Source: an optimization exercise on an open RTL-to-GDS flow (aim: small area). Production flows keep margins and buffers that such runs may drop. Function was checked by simulation only, so behaviour that the tests miss may differ from the original. Power is estimated from default activity; no workload was simulated.

--- flow/standard.sh ---
#!/bin/bash
# synth_recipe.tcl (not shown) runs the flow's synth.tcl, then flattens the netlist and writes it again
# the make line also repeats each setting of config.mk as NAME=value (left out here)
make -C /OpenROAD-flow-scripts/flow DESIGN_CONFIG=/design/flow/config.mk WORK_HOME=/design/flow/orfs CLKGATE_MAP_FILE= SYNTH_SCRIPT=/design/flow/synth_recipe.tcl "${@:-finish}"
--- flow/flow/extra.mk ---
export BUFFER_PORTS_ARGS = -buffer_cell sky130_fd_sc_hd__buf_1
export CTS_ARGS = -sink_clustering_enable -repair_clock_nets -dont_use_dummy_load -buf_list {sky130_fd_sc_hd__clkbuf_8} -sink_clustering_size 18 -sink_clustering_max_diameter 80
export SKIP_REPAIR_TIE_FANOUT = 1
--- flow/config.mk ---
export PLATFORM = sky130hd
export DESIGN_NAME = gsim_sched
export DESIGN_NICKNAME = gsim_sched
export VERILOG_FILES = /design/flow/design.v
export SDC_FILE = /design/flow/constraint.sdc
export NUM_CORES = 4
export LEC_CHECK = 0
export ABC_AREA = 1
export CAP_MARGIN = 0
export CORE_MARGIN = 2
export CORE_UTILIZATION = 60
export PLACE_DENSITY = 0.7
export SLEW_MARGIN = 0
export BUFFER_PORTS_ARGS = -buffer_cell sky130_fd_sc_hd__buf_1
export CTS_ARGS = -sink_clustering_enable -repair_clock_nets -dont_use_dummy_load -buf_list {sky130_fd_sc_hd__clkbuf_8} -sink_clustering_size 18 -sink_clustering_max_diameter 80
export SKIP_REPAIR_TIE_FANOUT = 1
--- flow/flow/run.sh ---
#!/bin/bash
# Standard ORFS flow (the standard.sh) with the settings in flow/extra.mk
# appended to the standard flow's config.mk: smaller port buffers and a leaner clock tree.
set -e
cat flow/extra.mk >> config.mk
bash standard.sh > standard.log 2>&1
--- flow/constraint.sdc ---
create_clock -name core_clock -period 7.0 [get_ports {clk}]
set_input_delay 1.4000 -clock core_clock [delete_from_list [all_inputs] [get_ports {clk}]]
set_output_delay 1.4000 -clock core_clock [all_outputs]
set_load 0.01 [all_outputs]
--- flow/design.v ---
package gsim_sched_pkg;
  localparam int VEC_LEN        = 16;
  localparam int IDX_W          = $clog2(VEC_LEN);
  localparam int FRAC_W         = 16;
  localparam int WORD_W         = 32;
  localparam int N_ITER_DEFAULT = 64;
  typedef enum logic [2:0] {
    S_IDLE,
    S_LOAD,
    S_ITER,
    S_DRAIN,
    S_OUT
  } state_t;
endpackage
import gsim_sched_pkg::*;
module gsim_sched #(
  parameter int N_ITER = N_ITER_DEFAULT
) (
  input  logic                clk,
  input  logic                reset,
  input  logic                in_en,
  input  logic [15:0]         b_in,
  output logic [WORD_W-1:0]   cu_b,
  output logic [WORD_W-1:0]   cu_x0,
  output logic [WORD_W-1:0]   cu_x1,
  output logic [WORD_W-1:0]   cu_x2,
  output logic [WORD_W-1:0]   cu_x3,
  output logic [WORD_W-1:0]   cu_x4,
  output logic [WORD_W-1:0]   cu_x5,
  input  logic [WORD_W-1:0]   cu_x_new,
  output logic                out_valid,
  output logic [WORD_W-1:0]   x_out
);
  localparam int                 SWEEP_W    = (N_ITER > 1) ? $clog2(N_ITER) : 1;
  localparam logic [SWEEP_W-1:0] LAST_SWEEP = SWEEP_W'(N_ITER - 1);
  localparam logic [IDX_W-1:0]   LAST_IDX   = IDX_W'(VEC_LEN - 1);
  localparam int                 X_LEN      = VEC_LEN - 2;
  logic               iter;      
  logic               wb_valid;  
  logic [IDX_W-1:0]   cnt;       
  logic [SWEEP_W-1:0] sweep;
  logic [15:0]        bs [VEC_LEN];
  logic [WORD_W-1:0]  xs [X_LEN];
  logic idle, drain, last_cnt, last_issue, b_shift, x_ext, b_en;
  assign drain      = wb_valid & ~iter;
  assign idle       = ~iter & ~wb_valid & ~out_valid;
  assign last_cnt   = (cnt == LAST_IDX);
  assign last_issue = iter & last_cnt & (sweep == LAST_SWEEP);
  assign b_shift    = iter | (idle & in_en);
  assign x_ext      = last_issue | drain | out_valid;  
  assign b_en       = b_shift | x_ext;
  always_ff @(posedge clk) begin
    if (reset) begin
      iter      <= 1'b0;
      wb_valid  <= 1'b0;
      out_valid <= 1'b0;
      cnt       <= '0;
      sweep     <= '0;
    end else begin
      wb_valid <= iter;
      if (b_shift | out_valid) cnt <= cnt + 1'b1;
      if (idle & in_en & last_cnt) iter <= 1'b1;
      if (iter & last_cnt) sweep <= sweep + 1'b1;
      if (last_issue) iter <= 1'b0;
      if (drain) out_valid <= 1'b1;
      if (out_valid & last_cnt) out_valid <= 1'b0;
    end
  end
  always_ff @(posedge clk) begin
    if (b_en) begin
      bs[0] <= iter ? bs[VEC_LEN-1] : ~b_in;
      for (int i = 1; i < VEC_LEN; i++) bs[i] <= bs[i-1];
      if (x_ext) begin
        bs[12] <= xs[X_LEN-1][15:0];
        bs[14] <= xs[X_LEN-1][31:16];
      end
    end
  end
  logic [WORD_W-1:0] x_new_n;
  assign x_new_n = ~cu_x_new;
  always_ff @(posedge clk) begin
    xs[0] <= x_new_n;
    for (int i = 1; i < X_LEN; i++) xs[i] <= xs[i-1];
  end
  logic off_b, off_0, off_1, off_2, off_3, off_4, off_5, off_o;
  assign off_b = ~iter;
  assign off_0 = ~(iter & (cnt != '0));
  logic first_sweep;
  assign first_sweep = (sweep == '0);
  assign off_1 = ~(iter & ~first_sweep & (cnt <= IDX_W'(VEC_LEN - 2)));
  assign off_2 = ~(iter & (cnt >= IDX_W'(2)));
  assign off_3 = ~(iter & ~first_sweep & (cnt <= IDX_W'(VEC_LEN - 3)));
  assign off_4 = ~(iter & (cnt >= IDX_W'(3)));
  assign off_5 = ~(iter & ~first_sweep & (cnt <= IDX_W'(VEC_LEN - 4)));
  assign off_o = ~out_valid;
  assign cu_b  = {~(bs[VEC_LEN-1] | {16{off_b}}), {FRAC_W{1'b0}}};
  assign cu_x0 = ~(x_new_n | {WORD_W{off_0}});
  assign cu_x1 = ~(xs[13]  | {WORD_W{off_1}});
  assign cu_x2 = ~(xs[0]   | {WORD_W{off_2}});
  assign cu_x3 = ~(xs[12]  | {WORD_W{off_3}});
  assign cu_x4 = ~(xs[1]   | {WORD_W{off_4}});
  assign cu_x5 = ~(xs[11]  | {WORD_W{off_5}});
  assign x_out = ~({bs[15], bs[13]} | {WORD_W{off_o}});
endmodule
==> results.py <==
metrics = {
    "status": {
        "status": "no timing/DRC/antenna violations",
    },
    "finish": {
        "insertedDiodeCount": 0,
        "area.growth.synth_to_final_pct": 10.5,
        "drive_above_1_share_pct": 4.08,
        "final_cell_area_mm2": 0.0212,
        "nets": 1602,
        "final_util_pct": 67.3,
        "fillers": 2226,
    },
    "clocking": {
        "clk_pin_slew_worst_paths_ns": 0.10,
        "cts_tree": "done",
        "clk_path_buf_depth": 3,
        "htree_levels": 2,
        "clk_latency_ns": 0.59,
        "cts_root_buffer": "clkbuf_8",
        "cts_made_buffers": 45,
        "ctsHoldBuffers": 0,
        "cts_sinks": 717,
        "ctsResizeCount": 0,
        "post-cts-setup-buffers": 0,
    },
    "logic_synthesis": {
        "yosys.area_share.simple_pct": 8.16,
        "synth_seq_area_share_pct": 88.0,
        "synth_fa_ha_area_share_pct": 0.391,
        "synth_area_mm2": 0.0192,
        "synth_edf_count": 256,
        "synth_largest_area_cell": "dfxtp_1",
        "synthesis.nets": 1307,
        "synth_top_cells_by_count": "dfxtp_1 (461), edfxtp_1 (256), nor2_1 (256)",
        "async_reset_ff_share_pct": 0,
        "yosysWarnings": 3,
        "synth_top_family_by_area": "simple AND/OR/NAND/NOR gates",
        "synth.area.mux_share_pct": 0,
        "synth-compound-area-share_pct": 0.918,
        "synth_xor_area_share_pct": 0.0456,
        "synth_top_area_share_pct": 48.0,
        "yosysMostFrequentCell": "dfxtp_1",
        "synth.avg_cell_area_um2": 15.4,
        "ys_seq_elements": 717,
        "synthCells": 1250,
        "synthFlopType": "dfxtp_1",
        "synthTopCellsByArea": "dfxtp_1 (48%), edfxtp_1 (40%), nor2_1 (5.0%), nand2_1 (1.7%), nand3_1 (1.1%)",
        "yosys.cell_types.count": 27,
    },
    "timing": {
        "fin_skew_ns": 0.0564,
        "fmax_ghz": 0.238,
        "tightest_slew_ns": 1.15,
        "slew_viol_final": 0,
        "setup_tns_ns": 0,
        "hold_viol_final": 0,
        "setup_viol": 0,
        "fin_crit_sh_pct": 60.1,
        "rsz0062_at_grt": "no",
        "relSlewSlack_pct": 23.1,
        "period_minus_slack_ns": 4.21,
    },
    "worst_setup_path": {
        "worstPathRequired_ns": 5.60,
        "worstPathCellList": "inv_1, ha_1, nor2_1, nand2_1, nand2_1, nor2_1, buf_1",
        "worst_setup_path_start_kind": "flop",
        "r2r_cells": 7,
        "cp.arrival_ns": 2.81,
        "critical-path-max-stage-delay_ns": 0.83,
        "critical_path_class": "flop to primary output",
        "slowest_stage": "nand2_1",
        "critical_path.max_fanout": 32,
        "endpoint_kind": "primary output",
    },
    "die": {
        "die_area_mm2": 0.0335,
        "die_h_um": 183,
        "die_w_um": 183,
        "row_count": 65,
        "start_util_pct": 60.9,
        "coreArea_mm2": 0.0316,
        "io_pins": 308,
    },
    "detailed_routing": {
        "totalWireLength_um": 29400,
        "post-route-drc-count": 0,
        "drt_iter0_drc": 631,
        "vias_per_cell": 4.83,
        "wl_per_cell_um": 15.1,
        "vias": 9391,
        "drtPass1Iterations": 5,
        "ant_nets": 0,
    },
    "global_route": {
        "antenna_found_initial": 0,
        "grt_max_degree": 205,
        "grt_pass1_vias": 8724,
        "grt_use_total_pct": 17.4,
        "grt.overflow.total": 0,
        "grt_pass1_wl_um": 44900,
    },
    "worst_hold_path": {
        "hold_depth": 0,
        "holdCritPathClass": "flop to flop",
    },
    "job": {
        "max_cap_violations": 0,
    },
    "placement": {
        "gp_congestion": 0.827,
        "placed_area_mm2": 0.0206,
        "buffer_ports.inserted": 291,
        "dp_hpwl_um": 19300,
    },
    "pwr": {
        "finalPower_mw": 6.36,
        "powerDensity_mw_per_mm2": 299,
        "p_leak_nw": 8.33,
        "ir_drop_v": 0.000213,
    },
}
-- registers in the layout, indices dropped and copies added (netlist names) --
signal	count
xs	448
cnt	4
iter	1
bs	256
out_valid	1
wb_valid	1
sweep	6
-- cells by family (layout without fill, tap and decap cells) --
kind of cell             count (synthesis)  count (layout)
AND/OR/NAND/NOR                        394             394
flip-flops                             717             717
AO/OA/AOI/OAI                           34              34
other                                    1               1
buffers and inverters                   97             390
adder cells (fa/ha/maj)                  6               6
XOR/XNOR                                 1               1
-- power breakdown --
part | switching (mW) | internal [mW] | leakage [nW]
logic | 0.0524 | 0.0192 | 1.61
clock network | 1.08 | 0.581 | 0.324
registers | 0.0784 | 4.55 | 6.39
-- critical path, delay by kind of cell, from the launching register on --
kind / cells / cell delay [ns]
AND/OR/NAND/NOR: 4 / 1.22
buffers and inverters: 2 / 0.31
flip-flops: 1 / 0.46
adder cells (fa/ha/maj): 1 / 0.22
-- cells in the final DEF, fill, tap and decap left out, drive strengths merged --
| cell | n |
|---|---|
| dfxtp | 461 |
| clkbuf | 45 |
| inv | 46 |
| a21oi | 24 |
| nor2 | 257 |
| xor2 | 1 |
| nand2 | 88 |
| nand4 | 6 |
| clkinv | 1 |
| ha | 6 |
| edfxtp | 256 |
| or2 | 1 |
| conb | 1 |
| buf | 298 |
| a211oi | 1 |
| o21ai | 9 |
| and3 | 1 |
| nand3 | 41 |
-- routing by layer --
layer,wire [µm],GRT usage [%],share of wire [%],up-vias
li1,-,-,-,4609
met1,13000,23.9,44,4377
met2,13300,27.1,45,343
met3,2220,4.41,7.5,62
met4,940,6.69,3.2,0
met5,0,0,0,-
-- stage by stage --
step	cells	hold slack, ns	worst slack (ns)
after global placement	1900	0.309	3.36
after CTS	1945	0.307	2.78
after detailed placement	1900	0.312	3.25
after floorplan	1250	0.310	-4.49
final	1945	0.313	2.79
after global routing	1945	0.321	2.58
-- cell type report --
type	count	area, µm²	area share [%]
multi-input combinational	436	1870	8.81
timing repair buffer	298	1160	5.45
clock buffer	45	619	2.92
inverter	47	176	0.830
sequential	717	16900	79.6
tap	402	503	2.37
-- worst paths after layout --
check                               start   endpoint  slack (ns)
worst max-delay path               cnt[0]  cu_x1[14]        2.79
worst min-delay path            xs[10][9]  xs[11][9]        0.31
worst max register to register     cnt[1]   bs[9][6]        3.15
worst min register to register  xs[10][9]  xs[11][9]        0.31

==> separate check: timing with driven ports <==
Ports are ideal in the flow. The routed layout listed here was re-timed in OpenROAD. Step 1 (the two cells are an assumption about what drives the block):
set clk [get_ports {clk}]
set_driving_cell -lib_cell sky130_fd_sc_hd__clkbuf_16 $clk
set_driving_cell -lib_cell sky130_fd_sc_hd__buf_2 [delete_from_list [all_inputs] $clk]
Step 2 also shifts input and output timing later by t, the mid clock arrival at the registers, as if the neighbouring blocks saw the same clock. Slacks: ideal ports / drivers / drivers and shift; pairs: ideal ports / drivers.
shift t [ns]: 0.603
setup slack, ns: 2.795 / 2.750 / 3.147
hold slack, ns: 0.313 / 0.313 / 0.313
worst setup path at the end: register to register
worst slew at a driven data input, ns: 0.05
After both steps setup and hold are still met in this run. The setup slack of this run moves by -0.045 ns with the drivers and by +0.352 ns with both steps.
